Context: an optimization exercise on an open-source flow, tuned for small area, a short achievable clock period and few clock cycles per item. The choices shown serve that exercise and are no tape-out recipe. In this exercise RTL edits were held to simulation tests only and were not proved equivalent to the original.

==> flow/design.v, too long to show whole: its modules and the start of the top module <==
// module heater_pid_duty_control_unit: 3005 lines
module heater_pid_duty_control_unit (
    input  logic                                 clk,
    input  logic                                 rst_n,
    input  logic                                 cfg_we,
    input  logic [hpdc_pkg::CFG_ADDR_W-1:0]      cfg_addr,
    input  logic [hpdc_pkg::CFG_DATA_W-1:0]      cfg_wdata,
    input  logic                                 s_tvalid,
    output logic                                 s_tready,
    input  logic [hpdc_pkg::IN_DATA_W-1:0]       s_tdata,
    output logic                                 m_tvalid,
    input  logic                                 m_tready,
    output logic [hpdc_pkg::OUT_DATA_W-1:0]      m_tdata
);
  // ...
==> flow/run.sh <==
#!/bin/bash
# synth_recipe.tcl (not shown) runs the flow's synth.tcl, then flattens the netlist and writes it again
# the make line also repeats each setting of config.mk as NAME=value (left out here)
make -C /OpenROAD-flow-scripts/flow DESIGN_CONFIG=/design/flow/config.mk WORK_HOME=/design/flow/orfs CLKGATE_MAP_FILE= SYNTH_SCRIPT=/design/flow/synth_recipe.tcl finish
==> flow/config.mk <==
export PLATFORM = sky130hd
export DESIGN_NAME = heater_pid_duty_control_unit
export DESIGN_NICKNAME = heater_pid_duty_control_unit
export VERILOG_FILES = /design/flow/design.v
export SDC_FILE = /design/flow/constraint.sdc
export NUM_CORES = 4
export LEC_CHECK = 0
export CAP_MARGIN = 20
export CORE_MARGIN = 2
export CORE_UTILIZATION = 40
export SLEW_MARGIN = 20
==> flow/constraint.sdc <==
create_clock -name core_clock -period 19.0 [get_ports {clk}]
set_input_delay 3.8000 -clock core_clock [delete_from_list [all_inputs] [get_ports {clk}]]
set_output_delay 3.8000 -clock core_clock [all_outputs]
set_load 0.01 [all_outputs]
==> flow_summary.toml, run 1 <==
[status]
status = "no timing/DRC/antenna violations"

[timing]
fin_crit_ns = 6.47
worst_pin_slew_ns = 1.25
finalCritPeriodShare = 0.340

[worst_setup_path]
timing_worst_setup_path_type = "reg -> reg"
critPathMaxFanout = 10
r2r_setup_slack_ns = 12.53
cp_num_cells = 22
slowest_stage = "a2111oi_4"
arrival_ns = 6.83
timing.rr.start = "r3_a[1]$_DFFE_PN_"

[clock_tree]
tritoncts.num_buffers = 37
clk_path_buf_depth = 3
cts_root_buf = "clkbuf_16"
clock_sinks = 311
cts_tree = "done"

[layout]
postLayoutCellArea_sq_um = 36500
nFillCells = 8001
buffers = 145
nonClkBufAreaFrac = 0.0335
regArea_sq_um = 8310
area_growth_pct = 8.23

[floorplanning]
start_util = 0.403
chipWidth_um = 294
fp.dieH_um = 294
tapCellCount = 1080

[yosys]
synth.most_common_cell = "fa_1"
synth_top_cells_by_area = "fa_1 25%, dfrtp_1 13%, edfxtp_1 10%, a22oi_1 8.4%, xor2_1 7.0%"
synthCells = 3390

[worst_hold_path]
min-delay-start = "k_data[10]$_DFF_P_"

[detailed_routing]
routed_wl_mm = 106
ant_nets = 0

[placed_design]
hpwl_mm = 76.8

[global_route]
grt_use_total = 0.248
grt_pass1_wl_mm = 163
Testbench counts, summed over its fixed seeds: cycles 24,032, items 24,000.
==> run 2, diff against run 1 <==
--- a/flow/design.v
+++ b/flow/design.v
@@ -115,42 +115,42 @@
                 3'd4: floor_reg  <= (cfg_wdata[6:0] > 7'd100) ? 7'd100 : cfg_wdata[6:0];
                 3'd5: ceil_reg   <= (cfg_wdata[6:0] > 7'd100) ? 7'd100 : cfg_wdata[6:0];
                 3'd6: below_reg  <= cfg_wdata[11:0];
                 default: above_reg <= cfg_wdata[11:0];
             endcase
         end
     end
     logic en;
-    logic v0, v1, v2;
+    logic v0, v1, v2, v3;
     logic o_valid, k_valid;
     logic [10:0] o_data, k_data, x_data;
     logic x_valid, take;
     logic ready_reg;
     assign en       = !k_valid;
     assign s_tready = ready_reg;
     assign m_tvalid = o_valid;
     assign m_tdata  = {4'd0, o_data[10:7], o_data[10], o_data[6:0]};
-    assign x_valid  = en && v2;
+    assign x_valid  = en && v3;
     assign take     = o_valid && m_tready;
     always_ff @(posedge clk or negedge rst_n)
     begin
         if (!rst_n)
         begin
-            v0 <= 1'b0; v1 <= 1'b0; v2 <= 1'b0;
+            v0 <= 1'b0; v1 <= 1'b0; v2 <= 1'b0; v3 <= 1'b0;
             o_valid <= 1'b0;
             k_valid <= 1'b0;
             ready_reg <= 1'b1;
         end
         else
         begin
             if (en)
             begin
                 v0 <= s_tvalid;
-                v1 <= v0; v2 <= v1;
+                v1 <= v0; v2 <= v1; v3 <= v2;
             end
             if (k_valid)
             begin
                 k_valid   <= !take;
                 ready_reg <= take;
             end
             else
             begin
@@ -2986,20 +2986,26 @@
         c19     = sum4[19] ^ r3_a[19] ^ r3_b[19];
         hx      = r3_a[32:19] ^ r3_b[32:19];
         hy      = {r3_a[31:19] | r3_b[31:19], c19};
         zero_hi = &(~(hx ^ hy));
     end
     logic s4_neg, s4_hi;
     logic [6:0] s4_d;
     logic [2:0] s4_code;
-    assign s4_neg  = sum4[32] && !s3_big;
-    assign s4_hi   = !zero_hi || s3_big;
-    assign s4_d    = sum4[18:12];
-    assign s4_code = s3_code;
+    always_ff @(posedge clk)
+    begin
+        if (en)
+        begin
+            s4_neg  <= sum4[32] && !s3_big;
+            s4_hi   <= !zero_hi || s3_big;
+            s4_d    <= sum4[18:12];
+            s4_code <= s3_code;
+        end
+    end
     logic [6:0] held_duty_reg;
     logic [1:0] ticks_reg;
     logic       fault_reported_reg;
     logic [6:0] pid_cl, pid_duty, tog_duty, duty;
     logic       tick_rst;
     logic [2:0] mode;
     logic       first;
     always_comb
==> flow/flow/run.sh (new file) <==
#!/bin/bash
# Layout: the standard flow (standard.sh: the standard flow's synthesis and ORFS from floorplan to
# finish, at the design's clock period and constraints), with two changes in how the layout is
# made: the port buffers are buf_4 cells instead of the default delay-buffer choice, and the
# resizer's timing repair aims for 14 ns of setup slack at the 19 ns clock, so that it sizes the
# slowest paths as for a 5 ns clock. make's full output goes to standard.log; each ORFS step
# keeps its own log under orfs/logs/.
export BUFFER_PORTS_ARGS="-buffer_cell sky130_fd_sc_hd__buf_4"
export SETUP_SLACK_MARGIN=14.0
bash standard.sh > standard.log 2>&1
==> flow/standard.sh (new file) <==
#!/bin/bash
# synth_recipe.tcl (not shown) runs the flow's synth.tcl, then flattens the netlist and writes it again
# the make line also repeats each setting of config.mk as NAME=value (left out here)
make -C /OpenROAD-flow-scripts/flow DESIGN_CONFIG=/design/flow/config.mk WORK_HOME=/design/flow/orfs CLKGATE_MAP_FILE= SYNTH_SCRIPT=/design/flow/synth_recipe.tcl "${@:-finish}"
--- a/flow/config.mk
+++ b/flow/config.mk
@@ -3,9 +3,11 @@
 export DESIGN_NICKNAME = heater_pid_duty_control_unit
 export VERILOG_FILES = /design/flow/design.v
 export SDC_FILE = /design/flow/constraint.sdc
 export NUM_CORES = 4
 export LEC_CHECK = 0
 export CAP_MARGIN = 20
 export CORE_MARGIN = 2
 export CORE_UTILIZATION = 40
+export CTS_CLUSTER_DIAMETER = 100
+export CTS_CLUSTER_SIZE = 24
 export SLEW_MARGIN = 20
removed: flow/run.sh
==> run 2 against run 1 <==
Flip-flop and latch count is 13 higher. Register-to-register slack gained 1.6 ns. Core utilization down 0.58 points. Synthesized cell count up 0.56%. Clock skew is 0.0073 ns higher. Via count down 0.22%.
==> flow_summary.toml, run 2 <==
[status]
status = "no timing/DRC/antenna violations"

[timing]
finalCritPeriodShare = 0.264
fin_setup_tns_ns = 0
finalSetupViolCount = 0
finalMaxSlewViolations = 0
fin_crit_ns = 5.02
hold_violations = 0
max_freq_ghz = 0.199
setup_ws_ns = 13.98
fin_skew_ns = 0.0312
rsz0062_at_grt = "yes"
worst_pin_slew_ns = 1.08
max_slew_margin = 0.273

[layout]
nFillCells = 8129
final_common_cell = "fa_1"
area_growth_pct = 6.82
multi_input_area_sq_um = 23100
finish.net_count = 3900
regArea_sq_um = 8770
postLayoutCellArea_sq_um = 36600
drive_gt1_frac = 0.0959
final_cell_mix = "421 x fa_1, 381 x inv_1, 377 x a22oi_1"

[detailed_routing]
drtPass1Iterations = 7
viasPerCell = 5.70
first_iter_violations = 2575
dr_total_vias = 25382
routed_wl_mm = 106
wl_per_cell_um = 23.9
drc = 0
ant_nets = 0

[floorplanning]
start_util = 0.403
chipWidth_um = 297
io_pins = 58
fp.dieH_um = 297
core_sq_um = 85000
die_area_sq_um = 88000
rows = 107

[worst_setup_path]
path_cells = "buf_6"
timing_worst_setup_path_type = "reg -> out"
path_delay_family = "flip-flops"
slowest_stage = "dfstp_2"
cp_slowest_stage_delay_ns = 0.54
critPathMaxFanout = 1
end_kind = "primary output"
cp.buffers_inverters = 1
arrival_ns = 1.22
worst_setup_path_start_kind = "flop"
cp.required_ns = 15.20

[placed_design]
place_congestion = 0.947
place_area_sq_um = 35500
hpwl_mm = 76.4
portBuffers = 52
dp_slack_ns = 13.61

[global_route]
grt_pass1_wl_mm = 162
grt_use_total = 0.245
overflow = 0
grt_antenna_before_repair = 1
grt_max_degree = 94
grt_pass1_vias = 25860

[clock_tree]
cts_tree = "done"
postCtsHoldBufs = 0
htreeDepth = 1
insertion_delay_ns = 0.60
tritoncts.num_buffers = 21
clk_path_buf_depth = 3
clk_pin_slew_ns = 0.10
clock_sinks = 324
cts_root_buf = "clkbuf_16"

[yosys]
ys_types = 81
synth_top_cells_by_area = "fa_1 25%, dfrtp_1 12%, edfxtp_1 11%, a22oi_1 8.3%, xor2_1 7.2%"
synthCells = 3409
ys_seq_area_frac = 0.254
synthArstFlopShare = 0.580
ys_warn_count = 1
mappedNetlistArea_sq_um = 34300
synth.most_common_cell = "fa_1"
synth_top_area_share = 0.246
ys.flop_type = "dfrtp_1"
ys_ff_latch = 324
synth.avg_cell_area_sq_um = 10.1
synth_area_leader_cell = "fa_1"
synth_common_cells = "421 x fa_1, 383 x inv_1, 377 x a22oi_1"
synth_edf_count = 125

[run]
maxCapViolations = 0

[worst_hold_path]
worstHoldPathType = "reg -> reg"
-- run 2: cell count changes after synthesis, sizes merged, moves of 11 or more --
cell | before | now
a21oi | 73 | 55
edfxtp | 113 | 125
inv | 347 | 386
mux2 | 34 | 54
nand2 | 259 | 245
o211ai | 8 | 19
o21ai | 173 | 152
xnor2 | 211 | 197
xor2 | 270 | 284
-- run 2: timing repair --
action	4_1_cts	5_1_grt
resized for setup	17	46
buffers inserted	9	8
setup endpoints to repair	32	43
pin swaps	0	5
-- run 2: final timing paths --
path                                              from                   endpoint  slack (ns)  cells after the start
max                                ready_reg$_DFF_PN1_                   s_tready       13.98                      1
max reg2reg                last_err_reg[9]$_DFFE_PN0P_         r3_b[15]$_DFFE_PN_       14.10                     11
min in group asynchronous                        rst_n  target_reg[5]$_DFFE_PN0P_        3.25                      1
min                               s3_code[0]$_DFFE_PN_       s4_code[0]$_DFFE_PN_        0.43                      0
max in group asynchronous                        rst_n   isum_reg[10]$_DFFE_PN0P_       14.48                      2
min reg2reg                       s3_code[0]$_DFFE_PN_       s4_code[0]$_DFFE_PN_        0.43                      0
-- run 2: routing by layer --
layer,part of all wire,track usage
met5,0,0
met2,0.44,0.376
met3,0.099,0.0577
met4,0.044,0.0979
met1,0.42,0.334
-- run 2: cell type report --
class                           instances  area share
Antenna cell                            1   0.0000684
Clock buffer                           29      0.0152
Clock inverter                          9     0.00359
Inverter                              386      0.0399
Multi-Input combinational cell       2413       0.631
Sequential cell                       324       0.240
Tap cell                             1144      0.0391
Timing Repair Buffer                  144      0.0321
-- run 2: metrics by stage --
stage / hold slack [ns] / cells / util
after floorplan: 0.400 / 3412 / -
after detailed placement: 0.407 / 4394 / 0.418
after CTS: 0.428 / 4441 / 0.428
final: 0.425 / 4450 / 0.431
after global routing: 0.429 / 4449 / 0.431
after global placement: 0.404 / 4394 / 0.418
-- run 2: kinds of logic after synthesis --
logic type,synth area share
flops,0.254
buf+inv,0.0754
simple gates,0.0734
xor+xnor,0.123
mux,0.0201
fa+ha+maj,0.300
other cells,0.000109
compound gates,0.154
Testbench counts of run 2, summed over its fixed seeds: cycles 24,040, items 24,000.
==> run 3, diff against run 2 <==
--- a/flow/config.mk
+++ b/flow/config.mk
@@ -9,5 +9,5 @@
 export CORE_MARGIN = 2
 export CORE_UTILIZATION = 40
 export CTS_CLUSTER_DIAMETER = 100
-export CTS_CLUSTER_SIZE = 24
+export CTS_CLUSTER_SIZE = 30
 export SLEW_MARGIN = 20
==> run 3 against run 2 <==
Still clean. Register-to-register slack better by 0.02 ns. Hold slack improved by 0.0085 ns. Non-clock buffer count increased by 3. Cell area rose by 0.14%. Synthesized cell count is the same. Via count grew 0.19%. Global-route usage about the same. Flip-flop and latch count unchanged. Cell count hardly changed. Critical path type unchanged.
==> flow_summary.toml, run 3 <==
[yosys]
synth.most_common_cell = "fa_1"
ys.flop_type = "dfrtp_1"
synth_top_cells_by_area = "fa_1 25%, dfrtp_1 12%, edfxtp_1 11%, a22oi_1 8.3%, xor2_1 7.2%"
ys_warn_count = 1
synth.avg_cell_area_sq_um = 10.1
ys_seq_area_frac = 0.254
mappedNetlistArea_sq_um = 34300
synth_top_area_share = 0.246
ys_ff_latch = 324
ys_types = 81
synth_common_cells = "421 x fa_1, 383 x inv_1, 377 x a22oi_1"
synthCells = 3409
synthArstFlopShare = 0.580
synth_area_leader_cell = "fa_1"
synth_edf_count = 125

[placed_design]
place_area_sq_um = 35500
portBuffers = 52
hpwl_mm = 76.4
dp_cells = 4394
place_congestion = 0.947

[worst_setup_path]
worst_setup_path_start_kind = "flop"
cp.buffers_inverters = 1
r2r-end = "r3_b[16]$_DFFE_PN_"
arrival_ns = 1.24
cp.required_ns = 15.20
critPathMaxFanout = 1
cp_num_cells = 1
timing.rr.start = "bi_neg[0]$_DFFE_PN0P_"
path_delay_family = "flip-flops"
timing_worst_setup_path_type = "reg -> out"
r2r_setup_slack_ns = 14.12
path_cells = "buf_6"
crit_path_end = "s_tready"
cp_slowest_stage_delay_ns = 0.54
reg2reg_depth = 13
slowest_stage = "dfstp_2"
end_kind = "primary output"
cp-startpoint = "ready_reg$_DFF_PN1_"

[clock_tree]
insertion_delay_ns = 0.61
postCtsHoldBufs = 0
tritoncts.num_buffers = 18
clk_pin_slew_ns = 0.11
cts_root_buf = "clkbuf_16"
clock_sinks = 324
clk_path_buf_depth = 3
cts_tree = "done"
htreeDepth = 1

[timing]
hold_violations = 0
rsz0062_at_grt = "yes"
finalSetupViolCount = 0
fin_crit_ns = 5.04
finalCritPeriodShare = 0.265
fin_skew_ns = 0.0581
finalMaxSlewViolations = 0
max_freq_ghz = 0.198
fin_setup_tns_ns = 0
max_slew_margin = 0.262
worst_pin_slew_ns = 1.10

[layout]
final_cell_mix = "420 x fa_1, 381 x inv_1, 376 x a22oi_1"
area_growth_pct = 6.97
diodes = 0
drive_gt1_frac = 0.0981
finish.net_count = 3900
postLayoutCellArea_sq_um = 36700
fin_cells = 4446
utilization = 0.431
final_common_cell = "fa_1"

[floorplanning]
io_pins = 58
chipWidth_um = 297
start_util = 0.403
die_area_sq_um = 88000
fp.dieH_um = 297
core_sq_um = 85000
rows = 107

[global_route]
busiest_layer = "met2"
grt_pass1_vias = 25864
overflow = 0
grt.met2_usage = 0.376
grt_max_degree = 94
grt_use_total = 0.245
grtUsageMet3 = 0.0518
grt_pass1_wl_mm = 162
grt_antenna_before_repair = 2
met1_usage = 0.337

[detailed_routing]
ant_nets = 0
routed_wl_mm = 106
first_iter_violations = 2675
viasPerCell = 5.72
wl_per_cell_um = 23.9
drtPass1Iterations = 6
drc = 0
dr_total_vias = 25429

[status]
status = "no timing/DRC/antenna violations"

[run]
maxCapViolations = 0

[worst_hold_path]
hold_depth = 0
worstHoldPathType = "reg -> reg"
## run 3: metrics by stage
step / hold slack, ns / worst slack, ns
after floorplan: 0.400 / 14.01
after global placement: 0.404 / 13.65
after detailed placement: 0.407 / 13.61
after CTS: 0.435 / 13.93
after global routing: 0.440 / 13.91
final: 0.434 / 13.96
## run 3: cell families (layout without fill, tap and decap cells)
family | count (synthesis) | count (layout) | share of synthesized area
buffers and inverters | 675 | 565 | 0.0754
adders and majority gates | 570 | 570 | 0.300
DFF | 324 | 324 | 0.254
AOI/OAI and AO/OA | 751 | 751 | 0.154
and+or+nand+nor | 545 | 545 | 0.0734
xor gates and xnor gates | 481 | 481 | 0.123
other | 1 | 4 | 0.000109
muxes | 62 | 62 | 0.0201
## run 3: area by class of cell
cell class,count,area (sq um)
fill,8125,48400
multi-input combinational,2413,23100
sequential,324,8780
inverter,386,1460
tap,1144,1430
timing repair buffer,147,1220
clock buffer,21,483
clock inverter,11,200
## run 3: worst min path at each step
stage                             startpoint                   end  slack [ns]
floorplan           s2_code[0]$_SDFFCE_PN0N_  s3_code[0]$_DFFE_PN_        0.40
global placement        s3_code[0]$_DFFE_PN_  s4_code[0]$_DFFE_PN_        0.40
detailed placement      s3_code[0]$_DFFE_PN_  s4_code[0]$_DFFE_PN_        0.41
CTS                     s3_code[0]$_DFFE_PN_  s4_code[0]$_DFFE_PN_        0.43
global route            s3_code[0]$_DFFE_PN_  s4_code[0]$_DFFE_PN_        0.44
finish                  s3_code[1]$_DFFE_PN_  s4_code[1]$_DFFE_PN_        0.43
## run 3: timing repair
action                                 4_1_cts  5_1_grt
setup buffers                               10       10
endpoints found under the hold margin        0        0
resized for setup                           19       53
pin swaps                                    0        5
setup endpoints to repair                   36       47
## run 3: layer usage
layer | vias up | wire [um] | part of all wire
met2 | 1381 | 46200 | 0.44
met3 | 286 | 10800 | 0.10
met1 | 12625 | 44000 | 0.41
met4 | 2 | 5160 | 0.049
li1 | 11135 | - | -
met5 | - | 32 | 0.00030
==> run 4, diff against run 3 <==
--- a/flow/config.mk
+++ b/flow/config.mk
@@ -8,6 +8,4 @@
 export CAP_MARGIN = 20
 export CORE_MARGIN = 2
 export CORE_UTILIZATION = 40
-export CTS_CLUSTER_DIAMETER = 100
-export CTS_CLUSTER_SIZE = 30
 export SLEW_MARGIN = 20
==> run 4 against run 3 <==
Routed wire length grew 0.22%. Still clean. Cell count up 0.72%. Synthesized cell count did not move. Non-clock buffer count is 9 lower. Sequential share of layout area shrank 0.44 points. Hold slack got worse by 0.018 ns.
==> flow_summary.toml, run 4 <==
[timing]
fin_crit_ns = 5.00
hold_violations = 0
finalMaxSlewViolations = 0
max_slew_margin = 0.269
fin_skew_ns = 0.0504
worst_pin_slew_ns = 1.10
finalSetupViolCount = 0
max_freq_ghz = 0.200
finalCritPeriodShare = 0.263
rsz0062_at_grt = "yes"
fin_setup_tns_ns = 0

[detailed_routing]
first_iter_violations = 2644
dr_total_vias = 25632
wl_per_cell_um = 23.8
viasPerCell = 5.72
drtPass1Iterations = 7
ant_nets = 0
drc = 0
routed_wl_mm = 107

[yosys]
synth_edf_count = 125
mappedNetlistArea_sq_um = 34300
synthCells = 3409
synth_top_area_share = 0.246
ys_warn_count = 1
synthArstFlopShare = 0.580
synth.avg_cell_area_sq_um = 10.1
synth_area_leader_cell = "fa_1"
ys_types = 81
ys_ff_latch = 324
ys.flop_type = "dfrtp_1"
synth_top_cells_by_area = "fa_1 25%, dfrtp_1 12%, edfxtp_1 11%, a22oi_1 8.3%, xor2_1 7.2%"
synth_common_cells = "421 x fa_1, 383 x inv_1, 377 x a22oi_1"
ys_seq_area_frac = 0.254
synth.most_common_cell = "fa_1"

[layout]
final_common_cell = "fa_1"
finish.net_count = 3912
utilization = 0.438
postLayoutCellArea_sq_um = 37200
final_cell_mix = "421 x fa_1, 381 x inv_1, 377 x a22oi_1"
area_growth_pct = 8.58
drive_gt1_frac = 0.0993

[worst_setup_path]
reg2reg_depth = 11
cp_slowest_stage_delay_ns = 0.52
crit_path_end = "s_tready"
cp-startpoint = "ready_reg$_DFF_PN1_"
r2r-end = "r3_b[15]$_DFFE_PN_"
arrival_ns = 1.20
cp.required_ns = 15.20
timing.rr.start = "last_err_reg[9]$_DFFE_PN0P_"
end_kind = "primary output"
path_cells = "buf_6"
path_delay_family = "flip-flops"
timing_worst_setup_path_type = "reg -> out"
r2r_setup_slack_ns = 14.10
critPathMaxFanout = 1
cp_num_cells = 1
cp.buffers_inverters = 1
worst_setup_path_start_kind = "flop"
slowest_stage = "dfstp_2"

[worst_hold_path]
worstHoldPathType = "reg -> reg"

[floorplanning]
io_pins = 58
core_sq_um = 85000
rows = 107
die_area_sq_um = 88000
start_util = 0.403
fp.dieH_um = 297
chipWidth_um = 297

[global_route]
grt_pass1_wl_mm = 163
grt_use_total = 0.247
grt_antenna_before_repair = 0
grt_pass1_vias = 26050
overflow = 0
grt_max_degree = 94

[placed_design]
portBuffers = 52
place_congestion = 0.947
hpwl_mm = 76.4
place_area_sq_um = 35500

[clock_tree]
clk_path_buf_depth = 3
postCtsHoldBufs = 0
clock_sinks = 324
clk_pin_slew_ns = 0.06
insertion_delay_ns = 0.61
tritoncts.num_buffers = 39
htreeDepth = 2
cts_root_buf = "clkbuf_16"
cts_tree = "done"

[status]
status = "no timing/DRC/antenna violations"

[run]
maxCapViolations = 0
[run 4: cell types whose count changed in the layout (fill, tap and decap cells not counted), moves of 3 or more]
cell / change
clkbuf_16: +22
dfrtp_1: +15
dfrtp_2: -13
buf_6: -7
bufinv_16: +5
clkinv_2: +5
clkbuf_1: +4
inv_16: -3
[run 4: per-stage QoR]
step	worst slack [ns]	cells	hold WS, ns
2_1_floorplan	14.01	3412	0.400
3_3_place_gp	13.65	4394	0.404
3_5_place_dp	13.61	4394	0.407
4_1_cts	13.97	4471	0.416
5_1_grt	13.92	4477	0.419
6_report	14.00	4478	0.416
[run 4: layer usage]
metal / global-route usage / vias up / routed length (um)
met5: 0 / - / 0
met4: 0.108 / 0 / 5060
met3: 0.0557 / 299 / 10600
met2: 0.378 / 1394 / 46500
met1: 0.337 / 12753 / 44400
li1: - / 11186 / -
[run 4: worst min path at each step]
| stage | from | end | slack, ns | cells past startpoint |
|---|---|---|---|---|
| after floorplan | s2_code[0]$_SDFFCE_PN0N_ | s3_code[0]$_DFFE_PN_ | 0.40 | 0 |
| after global placement | s3_code[0]$_DFFE_PN_ | s4_code[0]$_DFFE_PN_ | 0.40 | 0 |
| after detailed placement | s3_code[0]$_DFFE_PN_ | s4_code[0]$_DFFE_PN_ | 0.41 | 0 |
| after CTS | s3_code[0]$_DFFE_PN_ | s4_code[0]$_DFFE_PN_ | 0.42 | 0 |
| after global routing | s3_code[0]$_DFFE_PN_ | s4_code[0]$_DFFE_PN_ | 0.42 | 0 |
| final | s3_code[0]$_DFFE_PN_ | s4_code[0]$_DFFE_PN_ | 0.42 | 0 |
[run 4: kinds of logic (layout without fill, tap and decap cells)]
kind of cell	after synthesis	in the layout	synth area share
flops	324	324	0.254
xor+xnor	481	481	0.123
other cells	1	5	0.000109
simple gates	545	545	0.0734
fa+ha+maj	570	570	0.300
compound gates	751	751	0.154
buf+inv	675	596	0.0754
mux	62	62	0.0201
[run 4: layout make-up]
| type | count | area, sq um |
|---|---|---|
| inverters | 386 | 1460 |
| clock inverters | 23 | 324 |
| clock buffers | 49 | 1080 |
| well taps | 1144 | 1430 |
| fillers | 8080 | 47800 |
| repair buffers | 138 | 1090 |
| flip-flops and latches | 324 | 8740 |
| multi-input cells | 2413 | 23100 |
| diodes | 1 | 2.50 |
[run 4: timing repair]
action,in CTS,in global routing
gates resized for setup,11,30
endpoints found under the setup margin,32,38
setup buffers,5,6
pin swaps,0,5
==> run 5, diff against run 4 <==
==> flow/flow/run.sh (replaced) <==
#!/bin/bash
# Layout: the standard flow (standard.sh: the standard flow's synthesis and ORFS from floorplan to
# finish, at the design's clock period and constraints), with two changes in how the layout is
# made: the port buffers are buf_4 cells instead of the default delay-buffer choice, and the
# resizer's timing repair aims for 14.3 ns of setup slack at the 19 ns clock, so that it sizes the
# slowest paths as for a 4.7 ns clock. make's full output goes to standard.log; each ORFS step
# keeps its own log under orfs/logs/.
export BUFFER_PORTS_ARGS="-buffer_cell sky130_fd_sc_hd__buf_4"
export SETUP_SLACK_MARGIN=14.3
bash standard.sh > standard.log 2>&1
--- a/flow/config.mk
+++ b/flow/config.mk
@@ -8,4 +8,6 @@
 export CAP_MARGIN = 20
 export CORE_MARGIN = 2
 export CORE_UTILIZATION = 40
+export CTS_CLUSTER_DIAMETER = 100
+export CTS_CLUSTER_SIZE = 24
 export SLEW_MARGIN = 20
==> run 5 against run 4 <==
Non-clock buffer count rose by 112. Core utilization rose by 1.3 points. Die area unchanged. Clock skew down 0.0085 ns. Flip-flop and latch count unchanged. Sequential share of layout area fell by 0.44 points. Still clean on timing, DRC and antenna. Hold slack improved by 0.015 ns.
==> flow_summary.toml, run 5 <==
[detailed_routing]
dr_total_vias = 25984
viasPerCell = 5.71
wl_per_cell_um = 24.3
drtPass1Iterations = 8
first_iter_violations = 3059
routed_wl_mm = 110
drc = 0
ant_nets = 0

[worst_setup_path]
critPathMaxFanout = 1
path_cells = "buf_6"
cp_slowest_stage_delay_ns = 0.54
cp.buffers_inverters = 1
cp.required_ns = 15.20
end_kind = "primary output"
arrival_ns = 1.24
r2r-end = "r3_b[16]$_DFFE_PN_"
timing_worst_setup_path_type = "reg -> out"
slowest_stage = "dfstp_2"
timing.rr.start = "bd_one[5]$_DFFE_PN1P_"
worst_setup_path_start_kind = "flop"
r2r_setup_slack_ns = 14.32
reg2reg_depth = 13
path_delay_family = "flip-flops"
cp-startpoint = "ready_reg$_DFF_PN1_"

[floorplanning]
chipWidth_um = 297
die_area_sq_um = 88000
io_pins = 58
rows = 107
core_sq_um = 85000
fp.dieH_um = 297
start_util = 0.403

[global_route]
grt_antenna_before_repair = 1
grt_pass1_wl_mm = 165
overflow = 0
grt_max_degree = 75
grt_pass1_vias = 26271
grt_use_total = 0.251

[yosys]
synth_common_cells = "421 x fa_1, 383 x inv_1, 377 x a22oi_1"
synth_top_cells_by_area = "fa_1 25%, dfrtp_1 12%, edfxtp_1 11%, a22oi_1 8.3%, xor2_1 7.2%"
ys_seq_area_frac = 0.254
synth_edf_count = 125
mappedNetlistArea_sq_um = 34300
ys_warn_count = 1
synth_area_leader_cell = "fa_1"
synthCells = 3409
synth_top_area_share = 0.246
ys.flop_type = "dfrtp_1"
synth.most_common_cell = "fa_1"
synth.avg_cell_area_sq_um = 10.1
ys_types = 81
synthArstFlopShare = 0.580
ys_ff_latch = 324

[layout]
nFillCells = 8086
utilization = 0.451
final_common_cell = "fa_1"
area_growth_pct = 11.8
finish.net_count = 4005
drive_gt1_frac = 0.166
final_cell_mix = "373 x fa_1, 368 x inv_1, 347 x a22oi_1"
diodes = 0
fin_cells = 4553

[timing]
hold_violations = 0
finalSetupViolCount = 0
fin_crit_ns = 5.04
finalMaxSlewViolations = 0
worst_pin_slew_ns = 1.00
finalCritPeriodShare = 0.265
rsz0062_at_grt = "yes"
max_slew_margin = 0.334
max_freq_ghz = 0.198
fin_skew_ns = 0.0419
hold-worst-slack_ns = 0.432
fin_setup_tns_ns = 0

[clock_tree]
clock_sinks = 324
insertion_delay_ns = 0.61
clk_path_buf_depth = 3
cts_tree = "done"
clk_pin_slew_ns = 0.10
cts_root_buf = "clkbuf_16"
tritoncts.num_buffers = 20
postCtsHoldBufs = 0
htreeDepth = 1

[placed_design]
place_congestion = 0.946
hpwl_mm = 75.1
dp_cells = 4399
portBuffers = 52

[worst_hold_path]
hold_end = "s3_code[0]$_DFFE_PN_"
min-delay-start = "s2_code[0]$_SDFFCE_PN0N_"
hold_depth = 0
worstHoldPathType = "reg -> reg"

[status]
status = "no timing/DRC/antenna violations"

[run]
maxCapViolations = 0
==> run 5: cell counts after synthesis <==
No cell type changed its count.
==> run 5: timing repair <==
| item | CTS | global route |
|---|---|---|
| setup buffers | 47 | 70 |
| cloned | 0 | 1 |
| gates resized for setup | 95 | 200 |
| pin swaps | 13 | 83 |
| setup endpoints to repair | 129 | 133 |
==> run 5: layout make-up <==
cell class	count	area, sq um	share of cell area
clock buffers	26	533	0.0139
clock inverters	10	131	0.00343
inverters	386	1470	0.0383
multi-input cells	2413	23600	0.616
flip-flops and latches	324	8830	0.231
well taps	1144	1430	0.0374
repair buffers	250	2330	0.0607
==> run 5: through the flow <==
step / worst slack [ns] / instance area [sq um]
after floorplan: 14.10 / 34400
after global placement: 13.04 / 35600
after detailed placement: 12.97 / 35600
after CTS: 13.94 / 37000
after global routing: 13.92 / 38300
final: 13.96 / 38300
==> run 5: routing by layer <==
metal / GRT usage / share of wire / routed length (um) / up-vias
li1: - / - / - / 11361
met1: 0.339 / 0.40 / 44600 / 12836
met2: 0.385 / 0.44 / 48900 / 1472
met3: 0.0619 / 0.10 / 11400 / 313
met4: 0.104 / 0.050 / 5510 / 2
met5: 0 / 0.00012 / 13 / -
==> run 5: how the worst max path moves through the flow <==
stage	end	slack, ns	cells past startpoint
6_report	s_tready	13.96	1
5_1_grt	s_tready	13.92	1
4_1_cts	s_tready	13.94	1
3_5_place_dp	bi_neg[5]$_DFFE_PN0P_	12.97	3
3_3_place_gp	bi_neg[5]$_DFFE_PN0P_	13.04	3
2_1_floorplan	target_reg[10]$_DFFE_PN0P_	14.10	6
==> run 5: kinds of logic after synthesis <==
logic type / after synthesis / share of synthesized area
AOI/OAI and AO/OA: 751 / 0.154
buffers and inverters: 675 / 0.0754
adders and majority gates: 570 / 0.300
and+or+nand+nor: 545 / 0.0734
xor gates and xnor gates: 481 / 0.123
DFF: 324 / 0.254
muxes: 62 / 0.0201
other: 1 / 0.000109

## static timing again, ports no longer ideal
Ports are ideal in the flow. The routed layouts listed here were re-timed in OpenROAD. Step 1 (the two cells are an assumption about what drives the block):
set clk [get_ports {clk}]
set_driving_cell -lib_cell sky130_fd_sc_hd__clkbuf_16 $clk
set_driving_cell -lib_cell sky130_fd_sc_hd__buf_2 [delete_from_list [all_inputs] $clk]
Step 2, shift: input delay + t, output delay - t, t = (earliest + latest rising clock arrival at the registers) / 2. This alone moves slack from input paths to output paths. Slacks: ideal / step 1 / step 2; pairs: ideal / step 1.
run	t, ns	setup WS [ns]	worst hold slack (ns)	worst data-port slew with drivers (ns)
run 1	0.623	12.531 / 12.531 / 12.531	0.463 / 0.463 / 0.463	0.04
run 2	0.647	13.981 / 13.919 / 13.612	0.425 / 0.425 / 0.425	0.05
run 3	0.642	13.960 / 13.900 / 13.629	0.434 / 0.434 / 0.434	0.05
run 4	0.653	14.002 / 13.938 / 13.599	0.416 / 0.416 / 0.416	0.05
run 5	0.655	13.961 / 13.896 / 13.852	0.432 / 0.432 / 0.432	0.05
After both steps every run listed still meets setup and hold. The setup slack of run 4, which loses most, moves by -0.064 ns with the drivers and by -0.403 ns with both steps.
